Context: an optimization exercise on an open-source flow, tuned for small area, a short achievable clock period and few clock cycles per item. The choices shown serve that exercise and are no tape-out recipe.
RTL that was checked went through simulation tests only; none was proved equivalent to the original.
Function not checked in run 2: the RTL went through the layout flow alone.

[config.mk]
export PLATFORM = sky130hd
export DESIGN_NAME = booth_radix2_multiplier_core
export DESIGN_NICKNAME = booth_radix2_multiplier_core
export VERILOG_FILES = /design/flow/design.v
export SDC_FILE = /design/flow/constraint.sdc
export NUM_CORES = 4
export LEC_CHECK = 0
export ABC_CLOCK_PERIOD_IN_PS = 3200
export CAP_MARGIN = 20
export CORE_MARGIN = 2
export CORE_UTILIZATION = 40
export CTS_BUF_LIST = sky130_fd_sc_hd__clkbuf_8
export PLACE_DENSITY = 0.6
export SETUP_SLACK_MARGIN = 4.0
export SLEW_MARGIN = 20
[constraint.sdc]
create_clock -name core_clock -period 7.2 [get_ports {clock}]
set_input_delay 1.4400 -clock core_clock [delete_from_list [all_inputs] [get_ports {clock}]]
set_output_delay 1.4400 -clock core_clock [all_outputs]
set_load 0.01 [all_outputs]
[design.v]
`default_nettype none
package brm_pkg;
   localparam int IN_W      = 16;
   localparam int PRODUCT_W = 32;
   localparam int MAG_W     = 31;
   localparam int CFG_W     = 5;
   localparam logic [CFG_W-1:0] CFG_RESET = 5'd16;
   localparam logic [CFG_W-1:0] MIN_WIDTH = 5'd2;
   localparam int ROUNDS_PER_STAGE = 2;
endpackage
`default_nettype wire
`default_nettype none
module booth_radix2_multiplier_core #(
   parameter int MAX_WIDTH = 16
) (
   input  logic                      clock,
   input  logic                      reset,
   input  logic                          req_valid,
   output logic                          req_ready,
   input  logic [brm_pkg::IN_W-1:0]      req_multiplicand_bits,
   input  logic [brm_pkg::IN_W-1:0]      req_multiplier_bits,
   output logic                          rsp_valid,
   input  logic                          rsp_ready,
   output logic [brm_pkg::PRODUCT_W-1:0] rsp_product_bits,
   output logic                          rsp_negative,
   output logic [brm_pkg::MAG_W-1:0]     rsp_magnitude,
   input  logic                      csr_write_enable,
   input  logic [brm_pkg::CFG_W-1:0] csr_write_data
);
   logic [15:0] wm, wtop;
   logic [31:0] pmask;
   logic [3:0] nm1_ff;
   always_ff @(posedge clock) begin
      if (reset) begin
         nm1_ff <= 4'd15;
      end else if (csr_write_enable) begin
         nm1_ff <= (csr_write_data < 5'd2) ? 4'd1 : (csr_write_data > 5'd16) ? 4'd15 : 4'(csr_write_data - 5'd1);
      end
   end
   always_comb begin
      for (int i = 0; i < 16; i++) begin
         wm[i] = (4'(i) <= nm1_ff);
      end
   end
   assign wtop = wm & ~(wm >> 1);
   always_comb begin
      for (int i = 0; i < 16; i++) begin
         pmask[2*i]   = wm[i];
         pmask[2*i+1] = wm[i];
      end
   end
   logic        en;
   logic        req_sa, req_sb;
   logic [15:0] ax;
   logic [7:0] one;
   logic [7:0] two;
   logic [7:0] neg;
   logic ng;
   logic [15:0] ax_c;
   logic [15:0] bx_c;
   logic [7:0] one_c;
   logic [7:0] two_c;
   logic [7:0] neg_c;
   logic ng_c;
   logic sx_c;
   logic bl_c;
   assign req_sa = |(req_multiplicand_bits & wtop);
   assign req_sb = |(req_multiplier_bits & wtop);
   assign req_ready = en;
   logic        op_v;
   logic [15:0] ax_q;
   logic [7:0] one_q;
   logic [7:0] two_q;
   logic [7:0] neg_q;
   logic ng_q;
   always_ff @(posedge clock) begin
      if (reset) begin
         op_v <= 1'b0;
      end else if (en) begin
         op_v <= req_valid;
      end
   end
   always_ff @(posedge clock) begin
      if (en) begin
         ax_q <= ax_c;
         one_q <= one_c;
         two_q <= two_c;
         neg_q <= neg_c;
         ng_q <= ng_c;
      end
   end
   assign ax = ax_q;
   assign one = one_q;
   assign two = two_q;
   assign neg = neg_q;
   assign ng = ng_q;
   always_comb begin
      for (int j = 0; j < 16; j++) begin
         ax_c[j] = wm[j] ? req_multiplicand_bits[j] : req_sa;
         bx_c[j] = wm[j] ? req_multiplier_bits[j] : req_sb;
      end
      sx_c = req_sa ^ req_sb;
      ng_c = sx_c & (|(req_multiplicand_bits & wm)) & (|(req_multiplier_bits & wm));
      for (int i = 0; i < 8; i++) begin
         bl_c = (i == 0) ? 1'b0 : bx_c[2*i-1];
         one_c[i] = bx_c[2*i] ^ bl_c;
         two_c[i] = (bx_c[2*i+1] & ~bx_c[2*i] & ~bl_c) | (~bx_c[2*i+1] & bx_c[2*i] & bl_c);
         neg_c[i] = bx_c[2*i+1] ^ sx_c;
      end
   end
   wire pp1 = (one[0] & ax[0]) ^ neg[0];
   wire pp2 = ((one[0] & ax[1]) | (two[0] & ax[0])) ^ neg[0];
   wire pp3 = ((one[0] & ax[2]) | (two[0] & ax[1])) ^ neg[0];
   wire pp4 = ((one[0] & ax[3]) | (two[0] & ax[2])) ^ neg[0];
   wire pp5 = ((one[0] & ax[4]) | (two[0] & ax[3])) ^ neg[0];
   wire pp6 = ((one[0] & ax[5]) | (two[0] & ax[4])) ^ neg[0];
   wire pp7 = ((one[0] & ax[6]) | (two[0] & ax[5])) ^ neg[0];
   wire pp8 = ((one[0] & ax[7]) | (two[0] & ax[6])) ^ neg[0];
   wire pp9 = ((one[0] & ax[8]) | (two[0] & ax[7])) ^ neg[0];
   wire pp10 = ((one[0] & ax[9]) | (two[0] & ax[8])) ^ neg[0];
   wire pp11 = ((one[0] & ax[10]) | (two[0] & ax[9])) ^ neg[0];
   wire pp12 = ((one[0] & ax[11]) | (two[0] & ax[10])) ^ neg[0];
   wire pp13 = ((one[0] & ax[12]) | (two[0] & ax[11])) ^ neg[0];
   wire pp14 = ((one[0] & ax[13]) | (two[0] & ax[12])) ^ neg[0];
   wire pp15 = ((one[0] & ax[14]) | (two[0] & ax[13])) ^ neg[0];
   wire pp16 = ((one[0] & ax[15]) | (two[0] & ax[14])) ^ neg[0];
   wire pp17 = ((one[0] & ax[15]) | (two[0] & ax[15])) ^ neg[0];
   wire ns18 = ~pp17;
   wire u19 = one[0] & ax[0];
   wire un20 = u19 | neg[0];
   wire nu21 = ~u19;
   wire nun22 = ~un20;
   wire pp23 = (one[1] & ax[0]) ^ neg[1];
   wire pp24 = ((one[1] & ax[1]) | (two[1] & ax[0])) ^ neg[1];
   wire pp25 = ((one[1] & ax[2]) | (two[1] & ax[1])) ^ neg[1];
   wire pp26 = ((one[1] & ax[3]) | (two[1] & ax[2])) ^ neg[1];
   wire pp27 = ((one[1] & ax[4]) | (two[1] & ax[3])) ^ neg[1];
   wire pp28 = ((one[1] & ax[5]) | (two[1] & ax[4])) ^ neg[1];
   wire pp29 = ((one[1] & ax[6]) | (two[1] & ax[5])) ^ neg[1];
   wire pp30 = ((one[1] & ax[7]) | (two[1] & ax[6])) ^ neg[1];
   wire pp31 = ((one[1] & ax[8]) | (two[1] & ax[7])) ^ neg[1];
   wire pp32 = ((one[1] & ax[9]) | (two[1] & ax[8])) ^ neg[1];
   wire pp33 = ((one[1] & ax[10]) | (two[1] & ax[9])) ^ neg[1];
   wire pp34 = ((one[1] & ax[11]) | (two[1] & ax[10])) ^ neg[1];
   wire pp35 = ((one[1] & ax[12]) | (two[1] & ax[11])) ^ neg[1];
   wire pp36 = ((one[1] & ax[13]) | (two[1] & ax[12])) ^ neg[1];
   wire pp37 = ((one[1] & ax[14]) | (two[1] & ax[13])) ^ neg[1];
   wire pp38 = ((one[1] & ax[15]) | (two[1] & ax[14])) ^ neg[1];
   wire pp39 = ((one[1] & ax[15]) | (two[1] & ax[15])) ^ neg[1];
   wire ns40 = ~pp39;
   wire u41 = one[1] & ax[0];
   wire un42 = u41 | neg[1];
   wire nu43 = ~u41;
   wire nun44 = ~un42;
   wire pp45 = (one[2] & ax[0]) ^ neg[2];
   wire pp46 = ((one[2] & ax[1]) | (two[2] & ax[0])) ^ neg[2];
   wire pp47 = ((one[2] & ax[2]) | (two[2] & ax[1])) ^ neg[2];
   wire pp48 = ((one[2] & ax[3]) | (two[2] & ax[2])) ^ neg[2];
   wire pp49 = ((one[2] & ax[4]) | (two[2] & ax[3])) ^ neg[2];
   wire pp50 = ((one[2] & ax[5]) | (two[2] & ax[4])) ^ neg[2];
   wire pp51 = ((one[2] & ax[6]) | (two[2] & ax[5])) ^ neg[2];
   wire pp52 = ((one[2] & ax[7]) | (two[2] & ax[6])) ^ neg[2];
   wire pp53 = ((one[2] & ax[8]) | (two[2] & ax[7])) ^ neg[2];
   wire pp54 = ((one[2] & ax[9]) | (two[2] & ax[8])) ^ neg[2];
   wire pp55 = ((one[2] & ax[10]) | (two[2] & ax[9])) ^ neg[2];
   wire pp56 = ((one[2] & ax[11]) | (two[2] & ax[10])) ^ neg[2];
   wire pp57 = ((one[2] & ax[12]) | (two[2] & ax[11])) ^ neg[2];
   wire pp58 = ((one[2] & ax[13]) | (two[2] & ax[12])) ^ neg[2];
   wire pp59 = ((one[2] & ax[14]) | (two[2] & ax[13])) ^ neg[2];
   wire pp60 = ((one[2] & ax[15]) | (two[2] & ax[14])) ^ neg[2];
   wire pp61 = ((one[2] & ax[15]) | (two[2] & ax[15])) ^ neg[2];
   wire ns62 = ~pp61;
   wire u63 = one[2] & ax[0];
   wire un64 = u63 | neg[2];
   wire nu65 = ~u63;
   wire nun66 = ~un64;
   wire pp67 = (one[3] & ax[0]) ^ neg[3];
   wire pp68 = ((one[3] & ax[1]) | (two[3] & ax[0])) ^ neg[3];
   wire pp69 = ((one[3] & ax[2]) | (two[3] & ax[1])) ^ neg[3];
   wire pp70 = ((one[3] & ax[3]) | (two[3] & ax[2])) ^ neg[3];
   wire pp71 = ((one[3] & ax[4]) | (two[3] & ax[3])) ^ neg[3];
   wire pp72 = ((one[3] & ax[5]) | (two[3] & ax[4])) ^ neg[3];
   wire pp73 = ((one[3] & ax[6]) | (two[3] & ax[5])) ^ neg[3];
   wire pp74 = ((one[3] & ax[7]) | (two[3] & ax[6])) ^ neg[3];
   wire pp75 = ((one[3] & ax[8]) | (two[3] & ax[7])) ^ neg[3];
   wire pp76 = ((one[3] & ax[9]) | (two[3] & ax[8])) ^ neg[3];
   wire pp77 = ((one[3] & ax[10]) | (two[3] & ax[9])) ^ neg[3];
   wire pp78 = ((one[3] & ax[11]) | (two[3] & ax[10])) ^ neg[3];
   wire pp79 = ((one[3] & ax[12]) | (two[3] & ax[11])) ^ neg[3];
   wire pp80 = ((one[3] & ax[13]) | (two[3] & ax[12])) ^ neg[3];
   wire pp81 = ((one[3] & ax[14]) | (two[3] & ax[13])) ^ neg[3];
   wire pp82 = ((one[3] & ax[15]) | (two[3] & ax[14])) ^ neg[3];
   wire pp83 = ((one[3] & ax[15]) | (two[3] & ax[15])) ^ neg[3];
   wire ns84 = ~pp83;
   wire u85 = one[3] & ax[0];
   wire un86 = u85 | neg[3];
   wire nu87 = ~u85;
   wire nun88 = ~un86;
   wire pp89 = (one[4] & ax[0]) ^ neg[4];
   wire pp90 = ((one[4] & ax[1]) | (two[4] & ax[0])) ^ neg[4];
   wire pp91 = ((one[4] & ax[2]) | (two[4] & ax[1])) ^ neg[4];
   wire pp92 = ((one[4] & ax[3]) | (two[4] & ax[2])) ^ neg[4];
   wire pp93 = ((one[4] & ax[4]) | (two[4] & ax[3])) ^ neg[4];
   wire pp94 = ((one[4] & ax[5]) | (two[4] & ax[4])) ^ neg[4];
   wire pp95 = ((one[4] & ax[6]) | (two[4] & ax[5])) ^ neg[4];
   wire pp96 = ((one[4] & ax[7]) | (two[4] & ax[6])) ^ neg[4];
   wire pp97 = ((one[4] & ax[8]) | (two[4] & ax[7])) ^ neg[4];
   wire pp98 = ((one[4] & ax[9]) | (two[4] & ax[8])) ^ neg[4];
   wire pp99 = ((one[4] & ax[10]) | (two[4] & ax[9])) ^ neg[4];
   wire pp100 = ((one[4] & ax[11]) | (two[4] & ax[10])) ^ neg[4];
   wire pp101 = ((one[4] & ax[12]) | (two[4] & ax[11])) ^ neg[4];
   wire pp102 = ((one[4] & ax[13]) | (two[4] & ax[12])) ^ neg[4];
   wire pp103 = ((one[4] & ax[14]) | (two[4] & ax[13])) ^ neg[4];
   wire pp104 = ((one[4] & ax[15]) | (two[4] & ax[14])) ^ neg[4];
   wire pp105 = ((one[4] & ax[15]) | (two[4] & ax[15])) ^ neg[4];
   wire ns106 = ~pp105;
   wire u107 = one[4] & ax[0];
   wire un108 = u107 | neg[4];
   wire nu109 = ~u107;
   wire nun110 = ~un108;
   wire pp111 = (one[5] & ax[0]) ^ neg[5];
   wire pp112 = ((one[5] & ax[1]) | (two[5] & ax[0])) ^ neg[5];
   wire pp113 = ((one[5] & ax[2]) | (two[5] & ax[1])) ^ neg[5];
   wire pp114 = ((one[5] & ax[3]) | (two[5] & ax[2])) ^ neg[5];
   wire pp115 = ((one[5] & ax[4]) | (two[5] & ax[3])) ^ neg[5];
   wire pp116 = ((one[5] & ax[5]) | (two[5] & ax[4])) ^ neg[5];
   wire pp117 = ((one[5] & ax[6]) | (two[5] & ax[5])) ^ neg[5];
   wire pp118 = ((one[5] & ax[7]) | (two[5] & ax[6])) ^ neg[5];
   wire pp119 = ((one[5] & ax[8]) | (two[5] & ax[7])) ^ neg[5];
   wire pp120 = ((one[5] & ax[9]) | (two[5] & ax[8])) ^ neg[5];
   wire pp121 = ((one[5] & ax[10]) | (two[5] & ax[9])) ^ neg[5];
   wire pp122 = ((one[5] & ax[11]) | (two[5] & ax[10])) ^ neg[5];
   wire pp123 = ((one[5] & ax[12]) | (two[5] & ax[11])) ^ neg[5];
   wire pp124 = ((one[5] & ax[13]) | (two[5] & ax[12])) ^ neg[5];
   wire pp125 = ((one[5] & ax[14]) | (two[5] & ax[13])) ^ neg[5];
   wire pp126 = ((one[5] & ax[15]) | (two[5] & ax[14])) ^ neg[5];
   wire pp127 = ((one[5] & ax[15]) | (two[5] & ax[15])) ^ neg[5];
   wire ns128 = ~pp127;
   wire u129 = one[5] & ax[0];
   wire un130 = u129 | neg[5];
   wire nu131 = ~u129;
   wire nun132 = ~un130;
   wire pp133 = (one[6] & ax[0]) ^ neg[6];
   wire pp134 = ((one[6] & ax[1]) | (two[6] & ax[0])) ^ neg[6];
   wire pp135 = ((one[6] & ax[2]) | (two[6] & ax[1])) ^ neg[6];
   wire pp136 = ((one[6] & ax[3]) | (two[6] & ax[2])) ^ neg[6];
   wire pp137 = ((one[6] & ax[4]) | (two[6] & ax[3])) ^ neg[6];
   wire pp138 = ((one[6] & ax[5]) | (two[6] & ax[4])) ^ neg[6];
   wire pp139 = ((one[6] & ax[6]) | (two[6] & ax[5])) ^ neg[6];
   wire pp140 = ((one[6] & ax[7]) | (two[6] & ax[6])) ^ neg[6];
   wire pp141 = ((one[6] & ax[8]) | (two[6] & ax[7])) ^ neg[6];
   wire pp142 = ((one[6] & ax[9]) | (two[6] & ax[8])) ^ neg[6];
   wire pp143 = ((one[6] & ax[10]) | (two[6] & ax[9])) ^ neg[6];
   wire pp144 = ((one[6] & ax[11]) | (two[6] & ax[10])) ^ neg[6];
   wire pp145 = ((one[6] & ax[12]) | (two[6] & ax[11])) ^ neg[6];
   wire pp146 = ((one[6] & ax[13]) | (two[6] & ax[12])) ^ neg[6];
   wire pp147 = ((one[6] & ax[14]) | (two[6] & ax[13])) ^ neg[6];
   wire pp148 = ((one[6] & ax[15]) | (two[6] & ax[14])) ^ neg[6];
   wire pp149 = ((one[6] & ax[15]) | (two[6] & ax[15])) ^ neg[6];
   wire ns150 = ~pp149;
   wire u151 = one[6] & ax[0];
   wire un152 = u151 | neg[6];
   wire nu153 = ~u151;
   wire nun154 = ~un152;
   wire pp155 = (one[7] & ax[0]) ^ neg[7];
   wire pp156 = ((one[7] & ax[1]) | (two[7] & ax[0])) ^ neg[7];
   wire pp157 = ((one[7] & ax[2]) | (two[7] & ax[1])) ^ neg[7];
   wire pp158 = ((one[7] & ax[3]) | (two[7] & ax[2])) ^ neg[7];
   wire pp159 = ((one[7] & ax[4]) | (two[7] & ax[3])) ^ neg[7];
   wire pp160 = ((one[7] & ax[5]) | (two[7] & ax[4])) ^ neg[7];
   wire pp161 = ((one[7] & ax[6]) | (two[7] & ax[5])) ^ neg[7];
   wire pp162 = ((one[7] & ax[7]) | (two[7] & ax[6])) ^ neg[7];
   wire pp163 = ((one[7] & ax[8]) | (two[7] & ax[7])) ^ neg[7];
   wire pp164 = ((one[7] & ax[9]) | (two[7] & ax[8])) ^ neg[7];
   wire pp165 = ((one[7] & ax[10]) | (two[7] & ax[9])) ^ neg[7];
   wire pp166 = ((one[7] & ax[11]) | (two[7] & ax[10])) ^ neg[7];
   wire pp167 = ((one[7] & ax[12]) | (two[7] & ax[11])) ^ neg[7];
   wire pp168 = ((one[7] & ax[13]) | (two[7] & ax[12])) ^ neg[7];
   wire pp169 = ((one[7] & ax[14]) | (two[7] & ax[13])) ^ neg[7];
   wire pp170 = ((one[7] & ax[15]) | (two[7] & ax[14])) ^ neg[7];
   wire pp171 = ((one[7] & ax[15]) | (two[7] & ax[15])) ^ neg[7];
   wire ns172 = ~pp171;
   wire u173 = one[7] & ax[0];
   wire un174 = u173 | neg[7];
   wire nu175 = ~u173;
   wire nun176 = ~un174;
   wire s177 = pp11 ^ pp31;
   wire c178 = pp11 & pp31;
   wire s179 = pp12 ^ pp32 ^ pp52;
   wire c180 = (pp12 & pp32) | (pp52 & (pp12 ^ pp32));
   wire s181 = pp13 ^ pp33 ^ pp53;
   wire c182 = (pp13 & pp33) | (pp53 & (pp13 ^ pp33));
   wire s183 = pp73 ^ pp93;
   wire c184 = pp73 & pp93;
   wire s185 = pp14 ^ pp34 ^ pp54;
   wire c186 = (pp14 & pp34) | (pp54 & (pp14 ^ pp34));
   wire s187 = pp74 ^ pp94 ^ pp114;
   wire c188 = (pp74 & pp94) | (pp114 & (pp74 ^ pp94));
   wire s189 = pp15 ^ pp35 ^ pp55;
   wire c190 = (pp15 & pp35) | (pp55 & (pp15 ^ pp35));
   wire s191 = pp75 ^ pp95 ^ pp115;
   wire c192 = (pp75 & pp95) | (pp115 & (pp75 ^ pp95));
   wire s193 = pp135 ^ un152;
   wire c194 = pp135 & un152;
   wire s195 = pp16 ^ pp36 ^ pp56;
   wire c196 = (pp16 & pp36) | (pp56 & (pp16 ^ pp36));
   wire s197 = pp76 ^ pp96 ^ pp116;
   wire c198 = (pp76 & pp96) | (pp116 & (pp76 ^ pp96));
   wire s199 = pp136 ^ pp156 ^ nun176;
   wire c200 = (pp136 & pp156) | (nun176 & (pp136 ^ pp156));
   wire s201 = ns18 ^ pp37 ^ pp57;
   wire c202 = (ns18 & pp37) | (pp57 & (ns18 ^ pp37));
   wire s203 = pp77 ^ pp97 ^ pp117;
   wire c204 = (pp77 & pp97) | (pp117 & (pp77 ^ pp97));
   wire s205 = pp137 ^ pp157 ^ un174;
   wire c206 = (pp137 & pp157) | (un174 & (pp137 ^ pp157));
   wire s207 = pp38 ^ pp58 ^ pp78;
   wire c208 = (pp38 & pp58) | (pp78 & (pp38 ^ pp58));
   wire s209 = pp98 ^ pp118 ^ pp138;
   wire c210 = (pp98 & pp118) | (pp138 & (pp98 ^ pp118));
   wire s211 = pp158 ^ 1'b1;
   wire c212 = pp158 & 1'b1;
   wire s213 = ns40 ^ pp59 ^ pp79;
   wire c214 = (ns40 & pp59) | (pp79 & (ns40 ^ pp59));
   wire s215 = pp99 ^ pp119 ^ pp139;
   wire c216 = (pp99 & pp119) | (pp139 & (pp99 ^ pp119));
   wire s217 = pp60 ^ pp80 ^ pp100;
   wire c218 = (pp60 & pp80) | (pp100 & (pp60 ^ pp80));
   wire s219 = pp120 ^ pp140;
   wire c220 = pp120 & pp140;
   wire s221 = ns62 ^ pp81 ^ pp101;
   wire c222 = (ns62 & pp81) | (pp101 & (ns62 ^ pp81));
   wire s223 = pp82 ^ pp102;
   wire c224 = pp82 & pp102;
   wire s225 = pp7 ^ pp27;
   wire c226 = pp7 & pp27;
   wire s227 = pp8 ^ pp28 ^ pp48;
   wire c228 = (pp8 & pp28) | (pp48 & (pp8 ^ pp28));
   wire s229 = pp9 ^ pp29 ^ pp49;
   wire c230 = (pp9 & pp29) | (pp49 & (pp9 ^ pp29));
   wire s231 = pp69 ^ un86;
   wire c232 = pp69 & un86;
   wire s233 = pp10 ^ pp30 ^ pp50;
   wire c234 = (pp10 & pp30) | (pp50 & (pp10 ^ pp30));
   wire s235 = pp70 ^ pp90 ^ nun110;
   wire c236 = (pp70 & pp90) | (nun110 & (pp70 ^ pp90));
   wire s237 = s177 ^ pp51 ^ pp71;
   wire c238 = (s177 & pp51) | (pp71 & (s177 ^ pp51));
   wire s239 = pp91 ^ un108 ^ nu131;
   wire c240 = (pp91 & un108) | (nu131 & (pp91 ^ un108));
   wire s241 = s179 ^ pp72 ^ pp92;
   wire c242 = (s179 & pp72) | (pp92 & (s179 ^ pp72));
   wire s243 = pp112 ^ nun132 ^ c178;
   wire c244 = (pp112 & nun132) | (c178 & (pp112 ^ nun132));
   wire s245 = s181 ^ s183 ^ pp113;
   wire c246 = (s181 & s183) | (pp113 & (s181 ^ s183));
   wire s247 = un130 ^ nu153 ^ c180;
   wire c248 = (un130 & nu153) | (c180 & (un130 ^ nu153));
   wire s249 = s185 ^ s187 ^ pp134;
   wire c250 = (s185 & s187) | (pp134 & (s185 ^ s187));
   wire s251 = nun154 ^ c182 ^ c184;
   wire c252 = (nun154 & c182) | (c184 & (nun154 ^ c182));
   wire s253 = s189 ^ s191 ^ s193;
   wire c254 = (s189 & s191) | (s193 & (s189 ^ s191));
   wire s255 = nu175 ^ c186 ^ c188;
   wire c256 = (nu175 & c186) | (c188 & (nu175 ^ c186));
   wire s257 = s195 ^ s197 ^ s199;
   wire c258 = (s195 & s197) | (s199 & (s195 ^ s197));
   wire s259 = c190 ^ c192 ^ c194;
   wire c260 = (c190 & c192) | (c194 & (c190 ^ c192));
   wire s261 = s201 ^ s203 ^ s205;
   wire c262 = (s201 & s203) | (s205 & (s201 ^ s203));
   wire s263 = c196 ^ c198 ^ c200;
   wire c264 = (c196 & c198) | (c200 & (c196 ^ c198));
   wire s265 = s207 ^ s209 ^ s211;
   wire c266 = (s207 & s209) | (s211 & (s207 ^ s209));
   wire s267 = c202 ^ c204 ^ c206;
   wire c268 = (c202 & c204) | (c206 & (c202 ^ c204));
   wire s269 = s213 ^ s215 ^ pp159;
   wire c270 = (s213 & s215) | (pp159 & (s213 ^ s215));
   wire s271 = c208 ^ c210 ^ c212;
   wire c272 = (c208 & c210) | (c212 & (c208 ^ c210));
   wire s273 = s217 ^ s219 ^ pp160;
   wire c274 = (s217 & s219) | (pp160 & (s217 ^ s219));
   wire s275 = 1'b1 ^ c214 ^ c216;
   wire c276 = (1'b1 & c214) | (c216 & (1'b1 ^ c214));
   wire s277 = s221 ^ pp121 ^ pp141;
   wire c278 = (s221 & pp121) | (pp141 & (s221 ^ pp121));
   wire s279 = pp161 ^ c218 ^ c220;
   wire c280 = (pp161 & c218) | (c220 & (pp161 ^ c218));
   wire s281 = s223 ^ pp122 ^ pp142;
   wire c282 = (s223 & pp122) | (pp142 & (s223 ^ pp122));
   wire s283 = pp162 ^ 1'b1 ^ c222;
   wire c284 = (pp162 & 1'b1) | (c222 & (pp162 ^ 1'b1));
   wire s285 = ns84 ^ pp103 ^ pp123;
   wire c286 = (ns84 & pp103) | (pp123 & (ns84 ^ pp103));
   wire s287 = pp143 ^ pp163 ^ c224;
   wire c288 = (pp143 & pp163) | (c224 & (pp143 ^ pp163));
   wire s289 = pp104 ^ pp124 ^ pp144;
   wire c290 = (pp104 & pp124) | (pp144 & (pp104 ^ pp124));
   wire s291 = pp164 ^ 1'b1;
   wire c292 = pp164 & 1'b1;
   wire s293 = ns106 ^ pp125 ^ pp145;
   wire c294 = (ns106 & pp125) | (pp145 & (ns106 ^ pp125));
   wire s295 = pp126 ^ pp146;
   wire c296 = pp126 & pp146;
   wire s297 = pp5 ^ pp25;
   wire c298 = pp5 & pp25;
   wire s299 = pp6 ^ pp26 ^ pp46;
   wire c300 = (pp6 & pp26) | (pp46 & (pp6 ^ pp26));
   wire s301 = s225 ^ pp47 ^ un64;
   wire c302 = (s225 & pp47) | (un64 & (s225 ^ pp47));
   wire s303 = s227 ^ pp68 ^ nun88;
   wire c304 = (s227 & pp68) | (nun88 & (s227 ^ pp68));
   wire s305 = s229 ^ s231 ^ nu109;
   wire c306 = (s229 & s231) | (nu109 & (s229 ^ s231));
   wire s307 = s233 ^ s235 ^ c230;
   wire c308 = (s233 & s235) | (c230 & (s233 ^ s235));
   wire s309 = s237 ^ s239 ^ c234;
   wire c310 = (s237 & s239) | (c234 & (s237 ^ s239));
   wire s311 = s241 ^ s243 ^ c238;
   wire c312 = (s241 & s243) | (c238 & (s241 ^ s243));
   wire s313 = s245 ^ s247 ^ c242;
   wire c314 = (s245 & s247) | (c242 & (s245 ^ s247));
   wire s315 = s249 ^ s251 ^ c246;
   wire c316 = (s249 & s251) | (c246 & (s249 ^ s251));
   wire s317 = s253 ^ s255 ^ c250;
   wire c318 = (s253 & s255) | (c250 & (s253 ^ s255));
   wire s319 = s257 ^ s259 ^ c254;
   wire c320 = (s257 & s259) | (c254 & (s257 ^ s259));
   wire s321 = s261 ^ s263 ^ c258;
   wire c322 = (s261 & s263) | (c258 & (s261 ^ s263));
   wire s323 = s265 ^ s267 ^ c262;
   wire c324 = (s265 & s267) | (c262 & (s265 ^ s267));
   wire s325 = s269 ^ s271 ^ c266;
   wire c326 = (s269 & s271) | (c266 & (s269 ^ s271));
   wire s327 = s273 ^ s275 ^ c270;
   wire c328 = (s273 & s275) | (c270 & (s273 ^ s275));
   wire s329 = s277 ^ s279 ^ c274;
   wire c330 = (s277 & s279) | (c274 & (s277 ^ s279));
   wire s331 = s281 ^ s283 ^ c278;
   wire c332 = (s281 & s283) | (c278 & (s281 ^ s283));
   wire s333 = s285 ^ s287 ^ c282;
   wire c334 = (s285 & s287) | (c282 & (s285 ^ s287));
   wire s335 = s289 ^ s291 ^ c286;
   wire c336 = (s289 & s291) | (c286 & (s289 ^ s291));
   wire s337 = s293 ^ pp165 ^ c290;
   wire c338 = (s293 & pp165) | (c290 & (s293 ^ pp165));
   wire s339 = s295 ^ pp166 ^ 1'b1;
   wire c340 = (s295 & pp166) | (1'b1 & (s295 ^ pp166));
   wire s341 = ns128 ^ pp147 ^ pp167;
   wire c342 = (ns128 & pp147) | (pp167 & (ns128 ^ pp147));
   wire s343 = pp148 ^ pp168;
   wire c344 = pp148 & pp168;
   wire s345 = pp3 ^ un20;
   wire c346 = pp3 & un20;
   wire s347 = pp4 ^ pp24 ^ nun44;
   wire c348 = (pp4 & pp24) | (nun44 & (pp4 ^ pp24));
   wire s349 = s297 ^ un42 ^ nu65;
   wire c350 = (s297 & un42) | (nu65 & (s297 ^ un42));
   wire s351 = s299 ^ nun66 ^ c298;
   wire c352 = (s299 & nun66) | (c298 & (s299 ^ nun66));
   wire s353 = s301 ^ nu87 ^ c300;
   wire c354 = (s301 & nu87) | (c300 & (s301 ^ nu87));
   wire s355 = s303 ^ c226 ^ c302;
   wire c356 = (s303 & c226) | (c302 & (s303 ^ c226));
   wire s357 = s305 ^ c228 ^ c304;
   wire c358 = (s305 & c228) | (c304 & (s305 ^ c228));
   wire s359 = s307 ^ c232 ^ c306;
   wire c360 = (s307 & c232) | (c306 & (s307 ^ c232));
   wire s361 = s309 ^ c236 ^ c308;
   wire c362 = (s309 & c236) | (c308 & (s309 ^ c236));
   wire s363 = s311 ^ c240 ^ c310;
   wire c364 = (s311 & c240) | (c310 & (s311 ^ c240));
   wire s365 = s313 ^ c244 ^ c312;
   wire c366 = (s313 & c244) | (c312 & (s313 ^ c244));
   wire s367 = s315 ^ c248 ^ c314;
   wire c368 = (s315 & c248) | (c314 & (s315 ^ c248));
   wire s369 = s317 ^ c252 ^ c316;
   wire c370 = (s317 & c252) | (c316 & (s317 ^ c252));
   wire s371 = s319 ^ c256 ^ c318;
   wire c372 = (s319 & c256) | (c318 & (s319 ^ c256));
   wire s373 = s321 ^ c260 ^ c320;
   wire c374 = (s321 & c260) | (c320 & (s321 ^ c260));
   wire s375 = s323 ^ c264 ^ c322;
   wire c376 = (s323 & c264) | (c322 & (s323 ^ c264));
   wire s377 = s325 ^ c268 ^ c324;
   wire c378 = (s325 & c268) | (c324 & (s325 ^ c268));
   wire s379 = s327 ^ c272 ^ c326;
   wire c380 = (s327 & c272) | (c326 & (s327 ^ c272));
   wire s381 = s329 ^ c276 ^ c328;
   wire c382 = (s329 & c276) | (c328 & (s329 ^ c276));
   wire s383 = s331 ^ c280 ^ c330;
   wire c384 = (s331 & c280) | (c330 & (s331 ^ c280));
   wire s385 = s333 ^ c284 ^ c332;
   wire c386 = (s333 & c284) | (c332 & (s333 ^ c284));
   wire s387 = s335 ^ c288 ^ c334;
   wire c388 = (s335 & c288) | (c334 & (s335 ^ c288));
   wire s389 = s337 ^ c292 ^ c336;
   wire c390 = (s337 & c292) | (c336 & (s337 ^ c292));
   wire s391 = s339 ^ c294 ^ c338;
   wire c392 = (s339 & c294) | (c338 & (s339 ^ c294));
   wire s393 = s341 ^ c296 ^ c340;
   wire c394 = (s341 & c296) | (c340 & (s341 ^ c296));
   wire s395 = s343 ^ 1'b1 ^ c342;
   wire c396 = (s343 & 1'b1) | (c342 & (s343 ^ 1'b1));
   wire s397 = ns150 ^ pp169 ^ c344;
   wire c398 = (ns150 & pp169) | (c344 & (ns150 ^ pp169));
   wire s399 = pp170 ^ 1'b1;
   wire c400 = pp170 & 1'b1;
   wire p401 = mid_1 ^ mid_2;
   wire g402 = mid_1 & mid_2;
   wire p403 = mid_3 ^ mid_4;
   wire g404 = mid_3 & mid_4;
   wire p405 = mid_5 ^ mid_6;
   wire g406 = mid_5 & mid_6;
   wire p407 = mid_7 ^ mid_8;
   wire g408 = mid_7 & mid_8;
   wire p409 = mid_9 ^ mid_10;
   wire g410 = mid_9 & mid_10;
   wire p411 = mid_11 ^ mid_12;
   wire g412 = mid_11 & mid_12;
   wire p413 = mid_13 ^ mid_14;
   wire g414 = mid_13 & mid_14;
   wire p415 = mid_15 ^ mid_16;
   wire g416 = mid_15 & mid_16;
   wire p417 = mid_17 ^ mid_18;
   wire g418 = mid_17 & mid_18;
   wire p419 = mid_19 ^ mid_20;
   wire g420 = mid_19 & mid_20;
   wire p421 = mid_21 ^ mid_22;
   wire g422 = mid_21 & mid_22;
   wire p423 = mid_23 ^ mid_24;
   wire g424 = mid_23 & mid_24;
   wire p425 = mid_25 ^ mid_26;
   wire g426 = mid_25 & mid_26;
   wire p427 = mid_27 ^ mid_28;
   wire g428 = mid_27 & mid_28;
   wire p429 = mid_29 ^ mid_30;
   wire g430 = mid_29 & mid_30;
   wire p431 = mid_31 ^ mid_32;
   wire g432 = mid_31 & mid_32;
   wire p433 = mid_33 ^ mid_34;
   wire g434 = mid_33 & mid_34;
   wire p435 = mid_35 ^ mid_36;
   wire g436 = mid_35 & mid_36;
   wire p437 = mid_37 ^ mid_38;
   wire g438 = mid_37 & mid_38;
   wire p439 = mid_39 ^ mid_40;
   wire g440 = mid_39 & mid_40;
   wire p441 = mid_41 ^ mid_42;
   wire g442 = mid_41 & mid_42;
   wire p443 = mid_43 ^ mid_44;
   wire g444 = mid_43 & mid_44;
   wire p445 = mid_45 ^ mid_46;
   wire g446 = mid_45 & mid_46;
   wire p447 = mid_47 ^ mid_48;
   wire g448 = mid_47 & mid_48;
   wire p449 = mid_49 ^ mid_50;
   wire g450 = mid_49 & mid_50;
   wire p451 = mid_51 ^ mid_52;
   wire g452 = mid_51 & mid_52;
   wire p453 = mid_53 ^ mid_54;
   wire g454 = mid_53 & mid_54;
   wire p455 = mid_55 ^ mid_56;
   wire g456 = mid_55 & mid_56;
   wire p457 = mid_57 ^ mid_58;
   wire g458 = mid_57 & mid_58;
   wire p459 = mid_59 ^ mid_60;
   wire g460 = mid_59 & mid_60;
   wire T461 = p401 & mid_0;
   wire G462 = g406 | (p405 & g404);
   wire T463 = p405 & p403;
   wire G464 = g410 | (p409 & g408);
   wire T465 = p409 & p407;
   wire G466 = g414 | (p413 & g412);
   wire T467 = p413 & p411;
   wire G468 = g418 | (p417 & g416);
   wire T469 = p417 & p415;
   wire G470 = g422 | (p421 & g420);
   wire T471 = p421 & p419;
   wire G472 = g426 | (p425 & g424);
   wire T473 = p425 & p423;
   wire G474 = g430 | (p429 & g428);
   wire T475 = p429 & p427;
   wire G476 = g434 | (p433 & g432);
   wire T477 = p433 & p431;
   wire G478 = g438 | (p437 & g436);
   wire T479 = p437 & p435;
   wire G480 = g442 | (p441 & g440);
   wire T481 = p441 & p439;
   wire G482 = g446 | (p445 & g444);
   wire T483 = p445 & p443;
   wire G484 = g450 | (p449 & g448);
   wire T485 = p449 & p447;
   wire G486 = g454 | (p453 & g452);
   wire T487 = p453 & p451;
   wire G488 = g458 | (p457 & g456);
   wire T489 = p457 & p455;
   wire G490 = 1'b1 & g460;
   wire T491 = 1'b1 & p459;
   wire G492 = g404 | (p403 & g402);
   wire T493 = p403 & T461;
   wire G494 = G462 | (T463 & g402);
   wire T495 = T463 & T461;
   wire G496 = g412 | (p411 & G464);
   wire T497 = p411 & T465;
   wire G498 = G466 | (T467 & G464);
   wire T499 = T467 & T465;
   wire G500 = g420 | (p419 & G468);
   wire T501 = p419 & T469;
   wire G502 = G470 | (T471 & G468);
   wire T503 = T471 & T469;
   wire G504 = g428 | (p427 & G472);
   wire T505 = p427 & T473;
   wire G506 = G474 | (T475 & G472);
   wire T507 = T475 & T473;
   wire G508 = g436 | (p435 & G476);
   wire T509 = p435 & T477;
   wire G510 = G478 | (T479 & G476);
   wire T511 = T479 & T477;
   wire G512 = g444 | (p443 & G480);
   wire T513 = p443 & T481;
   wire G514 = G482 | (T483 & G480);
   wire T515 = T483 & T481;
   wire G516 = g452 | (p451 & G484);
   wire T517 = p451 & T485;
   wire G518 = G486 | (T487 & G484);
   wire T519 = T487 & T485;
   wire G520 = g460 | (p459 & G488);
   wire T521 = p459 & T489;
   wire G522 = G490 | (T491 & G488);
   wire T523 = T491 & T489;
   wire G524 = g408 | (p407 & G494);
   wire T525 = p407 & T495;
   wire G526 = G464 | (T465 & G494);
   wire T527 = T465 & T495;
   wire G528 = G496 | (T497 & G494);
   wire T529 = T497 & T495;
   wire G530 = G498 | (T499 & G494);
   wire T531 = T499 & T495;
   wire G532 = g424 | (p423 & G502);
   wire T533 = p423 & T503;
   wire G534 = G472 | (T473 & G502);
   wire T535 = T473 & T503;
   wire G536 = G504 | (T505 & G502);
   wire T537 = T505 & T503;
   wire G538 = G506 | (T507 & G502);
   wire T539 = T507 & T503;
   wire G540 = g440 | (p439 & G510);
   wire T541 = p439 & T511;
   wire G542 = G480 | (T481 & G510);
   wire T543 = T481 & T511;
   wire G544 = G512 | (T513 & G510);
   wire T545 = T513 & T511;
   wire G546 = G514 | (T515 & G510);
   wire T547 = T515 & T511;
   wire G548 = g456 | (p455 & G518);
   wire T549 = p455 & T519;
   wire G550 = G488 | (T489 & G518);
   wire T551 = T489 & T519;
   wire G552 = G520 | (T521 & G518);
   wire T553 = T521 & T519;
   wire G554 = G522 | (T523 & G518);
   wire T555 = T523 & T519;
   wire G556 = g416 | (p415 & G530);
   wire T557 = p415 & T531;
   wire G558 = G468 | (T469 & G530);
   wire T559 = T469 & T531;
   wire G560 = G500 | (T501 & G530);
   wire T561 = T501 & T531;
   wire G562 = G502 | (T503 & G530);
   wire T563 = T503 & T531;
   wire G564 = G532 | (T533 & G530);
   wire T565 = T533 & T531;
   wire G566 = G534 | (T535 & G530);
   wire T567 = T535 & T531;
   wire G568 = G536 | (T537 & G530);
   wire T569 = T537 & T531;
   wire G570 = G538 | (T539 & G530);
   wire T571 = T539 & T531;
   wire G572 = g448 | (p447 & G546);
   wire T573 = p447 & T547;
   wire G574 = G484 | (T485 & G546);
   wire T575 = T485 & T547;
   wire G576 = G516 | (T517 & G546);
   wire T577 = T517 & T547;
   wire G578 = G518 | (T519 & G546);
   wire T579 = T519 & T547;
   wire G580 = G548 | (T549 & G546);
   wire T581 = T549 & T547;
   wire G582 = G550 | (T551 & G546);
   wire T583 = T551 & T547;
   wire G584 = G552 | (T553 & G546);
   wire T585 = T553 & T547;
   wire G586 = G554 | (T555 & G546);
   wire T587 = T555 & T547;
   wire G588 = g432 | (p431 & G570);
   wire T589 = p431 & T571;
   wire G590 = G476 | (T477 & G570);
   wire T591 = T477 & T571;
   wire G592 = G508 | (T509 & G570);
   wire T593 = T509 & T571;
   wire G594 = G510 | (T511 & G570);
   wire T595 = T511 & T571;
   wire G596 = G540 | (T541 & G570);
   wire T597 = T541 & T571;
   wire G598 = G542 | (T543 & G570);
   wire T599 = T543 & T571;
   wire G600 = G544 | (T545 & G570);
   wire T601 = T545 & T571;
   wire G602 = G546 | (T547 & G570);
   wire T603 = T547 & T571;
   wire G604 = G572 | (T573 & G570);
   wire T605 = T573 & T571;
   wire G606 = G574 | (T575 & G570);
   wire T607 = T575 & T571;
   wire G608 = G576 | (T577 & G570);
   wire T609 = T577 & T571;
   wire G610 = G578 | (T579 & G570);
   wire T611 = T579 & T571;
   wire G612 = G580 | (T581 & G570);
   wire T613 = T581 & T571;
   wire G614 = G582 | (T583 & G570);
   wire T615 = T583 & T571;
   wire G616 = G584 | (T585 & G570);
   wire T617 = T585 & T571;
   wire G618 = G586 | (T587 & G570);
   wire T619 = T587 & T571;
   logic mid_v;
   logic mid_0;
   logic mid_1;
   logic mid_2;
   logic mid_3;
   logic mid_4;
   logic mid_5;
   logic mid_6;
   logic mid_7;
   logic mid_8;
   logic mid_9;
   logic mid_10;
   logic mid_11;
   logic mid_12;
   logic mid_13;
   logic mid_14;
   logic mid_15;
   logic mid_16;
   logic mid_17;
   logic mid_18;
   logic mid_19;
   logic mid_20;
   logic mid_21;
   logic mid_22;
   logic mid_23;
   logic mid_24;
   logic mid_25;
   logic mid_26;
   logic mid_27;
   logic mid_28;
   logic mid_29;
   logic mid_30;
   logic mid_31;
   logic mid_32;
   logic mid_33;
   logic mid_34;
   logic mid_35;
   logic mid_36;
   logic mid_37;
   logic mid_38;
   logic mid_39;
   logic mid_40;
   logic mid_41;
   logic mid_42;
   logic mid_43;
   logic mid_44;
   logic mid_45;
   logic mid_46;
   logic mid_47;
   logic mid_48;
   logic mid_49;
   logic mid_50;
   logic mid_51;
   logic mid_52;
   logic mid_53;
   logic mid_54;
   logic mid_55;
   logic mid_56;
   logic mid_57;
   logic mid_58;
   logic mid_59;
   logic mid_60;
   logic mid_61;
   always_ff @(posedge clock) begin
      if (reset) begin
         mid_v <= 1'b0;
      end else if (en) begin
         mid_v <= op_v;
      end
   end
   always_ff @(posedge clock) begin
      if (en) begin
         mid_0 <= nu21;
         mid_1 <= pp2;
         mid_2 <= nun22;
         mid_3 <= s345;
         mid_4 <= nu43;
         mid_5 <= s347;
         mid_6 <= c346;
         mid_7 <= s349;
         mid_8 <= c348;
         mid_9 <= s351;
         mid_10 <= c350;
         mid_11 <= s353;
         mid_12 <= c352;
         mid_13 <= s355;
         mid_14 <= c354;
         mid_15 <= s357;
         mid_16 <= c356;
         mid_17 <= s359;
         mid_18 <= c358;
         mid_19 <= s361;
         mid_20 <= c360;
         mid_21 <= s363;
         mid_22 <= c362;
         mid_23 <= s365;
         mid_24 <= c364;
         mid_25 <= s367;
         mid_26 <= c366;
         mid_27 <= s369;
         mid_28 <= c368;
         mid_29 <= s371;
         mid_30 <= c370;
         mid_31 <= s373;
         mid_32 <= c372;
         mid_33 <= s375;
         mid_34 <= c374;
         mid_35 <= s377;
         mid_36 <= c376;
         mid_37 <= s379;
         mid_38 <= c378;
         mid_39 <= s381;
         mid_40 <= c380;
         mid_41 <= s383;
         mid_42 <= c382;
         mid_43 <= s385;
         mid_44 <= c384;
         mid_45 <= s387;
         mid_46 <= c386;
         mid_47 <= s389;
         mid_48 <= c388;
         mid_49 <= s391;
         mid_50 <= c390;
         mid_51 <= s393;
         mid_52 <= c392;
         mid_53 <= s395;
         mid_54 <= c394;
         mid_55 <= s397;
         mid_56 <= c396;
         mid_57 <= s399;
         mid_58 <= c398;
         mid_59 <= ns172;
         mid_60 <= c400;
         mid_61 <= ng;
      end
   end
   logic [31:0] prod_w;
   logic [30:0] mag_w;
   assign prod_w = {(mid_61 ? ~(1'b1 ^ G616) : (1'b1 ^ (G616 | T617))), (mid_61 ? ~(p459 ^ G614) : (p459 ^ (G614 | T615))), (mid_61 ? ~(p457 ^ G612) : (p457 ^ (G612 | T613))), (mid_61 ? ~(p455 ^ G610) : (p455 ^ (G610 | T611))), (mid_61 ? ~(p453 ^ G608) : (p453 ^ (G608 | T609))), (mid_61 ? ~(p451 ^ G606) : (p451 ^ (G606 | T607))), (mid_61 ? ~(p449 ^ G604) : (p449 ^ (G604 | T605))), (mid_61 ? ~(p447 ^ G602) : (p447 ^ (G602 | T603))), (mid_61 ? ~(p445 ^ G600) : (p445 ^ (G600 | T601))), (mid_61 ? ~(p443 ^ G598) : (p443 ^ (G598 | T599))), (mid_61 ? ~(p441 ^ G596) : (p441 ^ (G596 | T597))), (mid_61 ? ~(p439 ^ G594) : (p439 ^ (G594 | T595))), (mid_61 ? ~(p437 ^ G592) : (p437 ^ (G592 | T593))), (mid_61 ? ~(p435 ^ G590) : (p435 ^ (G590 | T591))), (mid_61 ? ~(p433 ^ G588) : (p433 ^ (G588 | T589))), (mid_61 ? ~(p431 ^ G570) : (p431 ^ (G570 | T571))), (mid_61 ? ~(p429 ^ G568) : (p429 ^ (G568 | T569))), (mid_61 ? ~(p427 ^ G566) : (p427 ^ (G566 | T567))), (mid_61 ? ~(p425 ^ G564) : (p425 ^ (G564 | T565))), (mid_61 ? ~(p423 ^ G562) : (p423 ^ (G562 | T563))), (mid_61 ? ~(p421 ^ G560) : (p421 ^ (G560 | T561))), (mid_61 ? ~(p419 ^ G558) : (p419 ^ (G558 | T559))), (mid_61 ? ~(p417 ^ G556) : (p417 ^ (G556 | T557))), (mid_61 ? ~(p415 ^ G530) : (p415 ^ (G530 | T531))), (mid_61 ? ~(p413 ^ G528) : (p413 ^ (G528 | T529))), (mid_61 ? ~(p411 ^ G526) : (p411 ^ (G526 | T527))), (mid_61 ? ~(p409 ^ G524) : (p409 ^ (G524 | T525))), (mid_61 ? ~(p407 ^ G494) : (p407 ^ (G494 | T495))), (mid_61 ? ~(p405 ^ G492) : (p405 ^ (G492 | T493))), (mid_61 ? ~(p403 ^ g402) : (p403 ^ (g402 | T461))), (mid_61 ? ~(p401 ^ 1'b0) : (p401 ^ (1'b0 | mid_0))), (mid_61 ? ~mid_0 : ~mid_0)} & pmask;
   assign mag_w  = {(p459 ^ (G614 | T615)), (p457 ^ (G612 | T613)), (p455 ^ (G610 | T611)), (p453 ^ (G608 | T609)), (p451 ^ (G606 | T607)), (p449 ^ (G604 | T605)), (p447 ^ (G602 | T603)), (p445 ^ (G600 | T601)), (p443 ^ (G598 | T599)), (p441 ^ (G596 | T597)), (p439 ^ (G594 | T595)), (p437 ^ (G592 | T593)), (p435 ^ (G590 | T591)), (p433 ^ (G588 | T589)), (p431 ^ (G570 | T571)), (p429 ^ (G568 | T569)), (p427 ^ (G566 | T567)), (p425 ^ (G564 | T565)), (p423 ^ (G562 | T563)), (p421 ^ (G560 | T561)), (p419 ^ (G558 | T559)), (p417 ^ (G556 | T557)), (p415 ^ (G530 | T531)), (p413 ^ (G528 | T529)), (p411 ^ (G526 | T527)), (p409 ^ (G524 | T525)), (p407 ^ (G494 | T495)), (p405 ^ (G492 | T493)), (p403 ^ (g402 | T461)), (p401 ^ (1'b0 | mid_0)), ~mid_0};
   logic        out_v;
   logic [31:0] prod_ff;
   logic [29:1] mag_ff;
   logic        neg_ff;
   assign en = !out_v || rsp_ready;
   always_ff @(posedge clock) begin
      if (reset) begin
         out_v <= 1'b0;
      end else if (en) begin
         out_v <= mid_v;
      end
   end
   always_ff @(posedge clock) begin
      if (en) begin
         prod_ff <= prod_w;
         mag_ff  <= mag_w[29:1];
         neg_ff  <= mid_61;
      end
   end
   assign rsp_valid        = out_v;
   assign rsp_product_bits = prod_ff;
   assign rsp_magnitude    = {prod_ff[30] & ~neg_ff, mag_ff, prod_ff[0]};
   assign rsp_negative     = neg_ff;
endmodule
`default_nettype wire
[flow/run.sh]
#!/bin/bash
# Layout flow: the standard ORFS flow (standard.sh) with two changes:
#  1. synthesis: the same script, except that Yosys's "synth -run fine:" step
#     gets -noabc, so the quick ABC pass there does not re-encode the adder
#     trees before extract_fa (it leaves fewer inverters around the fa/ha
#     cells); flops, hierarchy flattening and renaming are as in synth_recipe.tcl.
#  2. port buffers are sky130_fd_sc_hd__buf_2 instead of the delay cell that
#     buffer_ports picks by default.
# Each tool's output goes to the ORFS logs under orfs/logs; make's own output
# goes to flow_make.log here.
set -euo pipefail
here=$(pwd)
sed 's|^proc synth {args} { yosys synth -nofsm -noshare {\*}\$args }|proc synth {args} { if {[lsearch -exact $args fine:] >= 0} { lappend args -noabc }; yosys synth -nofsm -noshare {*}$args }|' synth_recipe.tcl > flow_synth.tcl
grep -q -- '-noabc' flow_synth.tcl
sed -e "s|SYNTH_SCRIPT=[^ ]*|SYNTH_SCRIPT=$here/flow_synth.tcl|" \
    -e 's|"\${@:-finish}"|BUFFER_PORTS_ARGS="-buffer_cell sky130_fd_sc_hd__buf_2" "${@:-finish}"|' standard.sh > flow_standard_mod.sh
grep -q flow_synth.tcl flow_standard_mod.sh
bash flow_standard_mod.sh > flow_make.log 2>&1
[standard.sh]
#!/bin/bash
# synth_recipe.tcl (not shown) runs the flow's synth.tcl, then flattens the netlist and writes it again
# the make line also repeats each setting of config.mk as NAME=value (left out here)
make -C /OpenROAD-flow-scripts/flow DESIGN_CONFIG=/design/flow/config.mk WORK_HOME=/design/flow/orfs CLKGATE_MAP_FILE= SYNTH_SCRIPT=/design/flow/synth_recipe.tcl "${@:-finish}"
==> flow_summary.ini, run 1 <==
[status]
outcome = timing/DRC/antenna clean

[timing]
tns_ps = 0
timing_hold_violations_final = 0
worst_pin_slew_ps = 1050
holdWs_ps = 436
layout_min_cycle_time_ps = 3250
rsz0062_at_grt = true
max_slew_margin = 0.298
finalSetupViolCount = 0
fmax_mhz = 308
drv_slew = 0
finalCritPeriodShare = 0.451
fin_skew_ps = 21.4

[critical_path]
cp-start-kind = register
crit_fanout = 10
arrival_ps = 3480
worstPathRequired_ps = 7430
worst-setup-path-type = reg -> reg
critPathCaptureType = register

[synth]
yosys.cell_count.top_type = edfxtp_1
synth_nets = 1476
ys_seq_area_frac = 0.366
synth_edf_count = 165
synth_top_family_by_area = adder cells
synth_common_cells = edfxtp_1 (165), xnor2_1 (142), a22oi_1 (121)
synth_area_leaders = edfxtp_1 (36%), fa_1 (14%), xnor2_1 (8.9%)
ys_seq_elements = 172
synth.distinct_cells = 78
synth-xor-area-share = 0.118
synth_flop_cell = edfxtp_1
synth_top_area_share = 0.356
syn_area_um2 = 13900
synth-async-reset-ratio = 0
synth_warnings = 1
synth_compound_area_frac = 0.165
avgSynthCellArea_um2 = 10.8
synthMuxAreaShare = 0.0296
synth_simple_gate_area_share = 0.0830
synth_fa_ha_area_frac = 0.185
syn-instance-count = 1288
synth_top_area_cell = edfxtp_1

[job]
cap_violations = 0

[grt]
grtUsageTotal = 0.206
overflow = 0
grt_pass1_wl_mm = 57.2
antenna_found_initial = 0
grt_pass1_vias = 9959
grt_max_degree = 70

[clock_tree]
clkTransAtPathRegs_ps = 90
cts.path.max_buffers = 2
clockRootBuffer = clkbuf_8
holdBufCountCts = 0
cts-buffers-inserted = 17
cts_tree = yes
h-tree-depth = 4
clock_latency_ps = 500
cts.sinks = 172

[drt]
drt_iter0_drc = 917
vias_per_cell = 5.50
antenna_left = 0
post_drt_wl_per_cell_um = 19.5
drt_wl_total_mm = 36.9
drtPass1Iterations = 5
dr_total_vias = 10400
drcViolationCount = 0

[place]
place_hpwl_mm = 25.4
numPortBuffers = 107
routabilityCongestion = 0.885
dp_cells = 1749

[layout]
drive_gt1_frac = 0.236
nFillCells = 3177
final_cells = 1890
post-route-util = 0.475
final_nets = 1610
antennaDiodeCount = 0
area_growth_pct = 17.4

[floorplanning]
std_cell_rows = 68
io_pins = 108
die_w_um = 190
dieArea_um2 = 36300
die_height_um = 190
start_util = 0.405
core-area_um2 = 34400

[hold_path]
hold_path_class = reg -> reg
state kept, by name, indices dropped and copies added, names as in the netlist, 4 cells and up:
signal	flops
nm1_ff	4
mag_ff	29
one_q	8
two_q	8
prod_ff	32
neg_q	8
ax_q	16
worst paths after layout:
check / endpoint / start / cells after the start / slack [ps]
max: mid_31 / ax_q[12] / 8 / 3950
min: mid_61 / ng_q / 0 / 440
max reg2reg: mid_31 / ax_q[12] / 8 / 3950
min reg2reg: mid_61 / ng_q / 0 / 440
area by class of cell:
class / instances / area (µm²) / area share
inverter: 71 / 267 / 0.0163
timing repair buffer: 226 / 1660 / 0.102
clock buffer: 18 / 248 / 0.0152
tap: 455 / 569 / 0.0349
sequential: 172 / 5100 / 0.312
clock inverter: 14 / 151 / 0.00927
multi-input combinational: 934 / 8340 / 0.511
kinds of logic after synthesis:
| kind of cell | after synthesis |
|---|---|
| AND/OR/NAND/NOR | 239 |
| AO/OA/AOI/OAI | 327 |
| XOR/XNOR | 186 |
| flip-flops | 172 |
| buffers and inverters | 184 |
| multiplexers | 34 |
| adder cells (fa/ha/maj) | 146 |
metrics by stage:
step | instance area [µm²] | setup slack (ps)
after floorplan | 14000 | 3090
after global placement | 14600 | 3280
after detailed placement | 14600 | 3220
after CTS | 16100 | 3950
after global routing | 16300 | 3870
final | 16300 | 3950
critical path: stages, from the launching register on:
cell and delay (ps):
edfxtp_1 450, buf_12 180, a22oi_2 200, xor2_2 110, fa_1 580, inv_1 60
fa_1 450, fa_1 530, fa_1 410
cells in the final DEF, fill, tap and decap left out, drive strengths merged, types with 18 or more instances in the layout:
master | netlist | final
mux2i | 23 | 23
a21oi | 73 | 73
nor3 | 18 | 18
o21ai | 40 | 40
inv | 71 | 82
edfxtp | 165 | 165
buf | 25 | 226
fa | 99 | 99
nand3 | 18 | 18
clkbuf | 88 | 18
xnor2 | 143 | 143
xor2 | 43 | 43
ha | 47 | 47
nand2 | 76 | 76
a21o | 18 | 18
nor2 | 57 | 57
a22oi | 121 | 121
repair_timing:
action                                 CTS  global route
pin swaps                                7            40
gates cloned                             2             0
resized for setup                       13            43
endpoints found under the hold margin    0             0
buffers inserted                        99             8
setup endpoints to repair              104            97
layer usage:
layer,up-vias,wire length (µm),track usage
met1,5057,16400,0.289
met2,405,16700,0.312
li1,4864,-,-
met5,-,129,0.0261
met4,2,919,0.0730
met3,59,2720,0.0447
Testbench counts, summed over its fixed seeds: cycles 8,024, items 8,000.
==> inputs of run 2 (changes only) <==
--- a/design.v
+++ b/design.v
@@ -872,5 +872,5 @@
    logic [29:1] mag_ff;
    logic        neg_ff;
-   assign en = !out_v || rsp_ready;
+   assign en = rsp_ready;
    always_ff @(posedge clock) begin
       if (reset) begin
--- a/flow/run.sh
+++ b/flow/run.sh
@@ -5,5 +5,5 @@
 #     trees before extract_fa (it leaves fewer inverters around the fa/ha
 #     cells); flops, hierarchy flattening and renaming are as in synth_recipe.tcl.
-#  2. port buffers are sky130_fd_sc_hd__buf_2 instead of the delay cell that
+#  2. port buffers are sky130_fd_sc_hd__buf_1 instead of the delay cell that
 #     buffer_ports picks by default.
 # Each tool's output goes to the ORFS logs under orfs/logs; make's own output
@@ -14,5 +14,5 @@
 grep -q -- '-noabc' flow_synth.tcl
 sed -e "s|SYNTH_SCRIPT=[^ ]*|SYNTH_SCRIPT=$here/flow_synth.tcl|" \
-    -e 's|"\${@:-finish}"|BUFFER_PORTS_ARGS="-buffer_cell sky130_fd_sc_hd__buf_2" "${@:-finish}"|' standard.sh > flow_standard_mod.sh
+    -e 's|"\${@:-finish}"|BUFFER_PORTS_ARGS="-buffer_cell sky130_fd_sc_hd__buf_1" "${@:-finish}"|' standard.sh > flow_standard_mod.sh
 grep -q flow_synth.tcl flow_standard_mod.sh
 bash flow_standard_mod.sh > flow_make.log 2>&1
--- a/config.mk
+++ b/config.mk
@@ -6,5 +6,5 @@
 export NUM_CORES = 4
 export LEC_CHECK = 0
-export ABC_CLOCK_PERIOD_IN_PS = 3200
+export ABC_CLOCK_PERIOD_IN_PS = 3300
 export CAP_MARGIN = 20
 export CORE_MARGIN = 2
@@ -12,4 +12,4 @@
 export CTS_BUF_LIST = sky130_fd_sc_hd__clkbuf_8
 export PLACE_DENSITY = 0.6
-export SETUP_SLACK_MARGIN = 4.0
+export SETUP_SLACK_MARGIN = 3.9
 export SLEW_MARGIN = 20
==> flow_summary.ini, run 2 <==
[status]
outcome = timing/DRC/antenna clean

[place]
routabilityCongestion = 0.891
numPortBuffers = 107
place_hpwl_mm = 27.2

[floorplanning]
io_pins = 108
core-area_um2 = 34500
start_util = 0.404
dieArea_um2 = 36300
die_height_um = 191
die_w_um = 191
std_cell_rows = 68

[critical_path]
crit_top_cell = fa_1
timing.critical_path.slowest_cell_delay_ps = 570
cp-start-kind = register
critPathCaptureType = register
crit_chain = a22oi_2, xor2_1, fa_1, inv_1, fa_1, fa_1, fa_2
cp_top_family = adder cells
cp_slowest_cell = fa_1
crit_fanout = 7
critical_path_buf_inv_count = 1
worst-setup-path-type = reg -> reg
worstPathRequired_ps = 7410
arrival_ps = 3550

[clock_tree]
cts.path.max_buffers = 2
clockRootBuffer = clkbuf_8
clkTransAtPathRegs_ps = 100
h-tree-depth = 4
clock_latency_ps = 480
cts-buffers-inserted = 17
cts_tree = yes
cts.sinks = 172

[synth]
syn_area_um2 = 13900
synth_top_area_share = 0.356
synth.distinct_cells = 68
avgSynthCellArea_um2 = 10.6
ys_seq_area_frac = 0.366
synth_flop_cell = edfxtp_1
synth_top_area_cell = edfxtp_1
synth_edf_count = 165
synth_common_cells = edfxtp_1 (165), xnor2_1 (145), a22oi_1 (122)
synth_area_leaders = edfxtp_1 (36%), fa_1 (14%), xnor2_1 (9.1%)
synth-async-reset-ratio = 0
yosys.cell_count.top_type = edfxtp_1
ys_seq_elements = 172
synth_nets = 1497
syn-instance-count = 1309
synth_warnings = 1

[layout]
drive_gt1_frac = 0.154
final_nets = 1639
reg_top3 = prod_ff: 32 flops, mag_ff: 29 flops, ax_q: 16 flops
largest_register_ffs = 32
post-route-util = 0.472
final_common_cell = edfxtp_1
antennaDiodeCount = 0
final_cell_mix = edfxtp_1 (165), xnor2_1 (140), buf_4 (107)
area_growth_pct = 16.6
largest_register = prod_ff

[timing]
layout_min_cycle_time_ps = 3340
finalCritPeriodShare = 0.463
finalSetupViolCount = 0
tns_ps = 0
max_slew_margin = 0.365
fin_skew_ps = 21.9
drv_slew = 0
fmax_mhz = 300
worst_pin_slew_ps = 946
timing_hold_violations_final = 0
rsz0062_at_grt = true

[hold_path]
hold_path_class = reg -> reg

[drt]
vias_per_cell = 5.57
drcViolationCount = 0
antenna_left = 0
drtPass1Iterations = 6
post_drt_wl_per_cell_um = 19.9
drt_iter0_drc = 990
drt_wl_total_mm = 38.2
dr_total_vias = 10700

[grt]
overflow = 0
antenna_found_initial = 0
grt_pass1_wl_mm = 59.0
grt_pass1_vias = 10300
grt_max_degree = 66
grtUsageTotal = 0.211

[job]
cap_violations = 0
## run 2: repair_timing
action	4_1_cts	5_1_grt
setup buffers	101	10
endpoints found under the hold margin	0	0
pin swaps	9	41
endpoints found under the setup margin	33	28
hold buffers	0	0
cloned	0	1
gates resized for setup	11	35
## run 2: area by class of cell
type / instances / area, µm²
sequential: 172 / 5090
clock inverter: 15 / 186
tap: 455 / 569
multi-input combinational: 950 / 8290
fill: 3204 / 18200
clock buffer: 17 / 234
inverter: 76 / 285
timing repair buffer: 234 / 1590
## run 2: cell families after synthesis
| group | after synthesis | synth area share |
|---|---|---|
| and+or+nand+nor | 244 | 0.0830 |
| adders and majority gates | 146 | 0.184 |
| AOI/OAI and AO/OA | 333 | 0.163 |
| DFF | 172 | 0.366 |
| xor gates and xnor gates | 188 | 0.119 |
| muxes | 39 | 0.0323 |
| buffers and inverters | 187 | 0.0526 |
## run 2: per-layer routing
| metal | up-vias | part of all wire | GRT usage |
|---|---|---|---|
| met4 | 0 | 0.026 | 0.0751 |
| met3 | 66 | 0.072 | 0.0350 |
| met1 | 5216 | 0.44 | 0.291 |
| li1 | 4932 | - | - |
| met5 | - | 0 | 0 |
| met2 | 472 | 0.46 | 0.337 |
## run 2: stage by stage
step / cell area [µm²] / std cells / hold WS (ps) / setup WS (ps)
2_1_floorplan: 13900 / 1309 / 400 / 3900
3_3_place_gp: 14600 / 1775 / 414 / 3280
3_5_place_dp: 14600 / 1775 / 426 / 3240
4_1_cts: 16000 / 1908 / 446 / 3810
5_1_grt: 16200 / 1919 / 447 / 3820
6_report: 16200 / 1919 / 439 / 3860
## run 2: path summary, 6_finish.rpt
path / startpoint / to / slack (ps) / depth (start not counted)
worst max-delay path: one_q[2] / mid_35 / 3860 / 7
worst min-delay path: ng_q / mid_61 / 440 / 0
worst max register to register: one_q[2] / mid_35 / 3860 / 7
worst min register to register: ng_q / mid_61 / 440 / 0

==> static timing again, ports no longer ideal <==
How much do the figures lean on ideal ports? The routed layouts below were timed once more, with nothing changed but the port constraints. Step 1: set_driving_cell puts a clkbuf_16 on clock and a buf_2 on each other input, an assumption about the parent block. Step 2 times the ports against the registers' clock, not the clock port: input delays grow and output delays shrink by t, the midpoint of the rising clock arrivals with the driver on. Three values: ideal, step 1, step 2; two values: the first two.
| run | shift t [ns] | setup slack, ns | worst hold slack (ns) | latest minus earliest clock arrival (ns) | worst register clock-pin slew, ns |
|---|---|---|---|---|---|
| run 1 | 0.534 | 3.954 / 3.930 / 3.602 | 0.436 / 0.436 / 0.436 | 0.021 / 0.021 | 0.10 / 0.10 |
| run 2 | 0.524 | 3.863 / 3.764 / 3.625 | 0.439 / 0.439 / 0.439 | 0.022 / 0.022 | 0.10 / 0.10 |
After both steps every run listed still meets setup and hold. For run 1, which loses most, drivers alone change the setup slack by -0.024 ns; drivers and shift together by -0.352 ns.
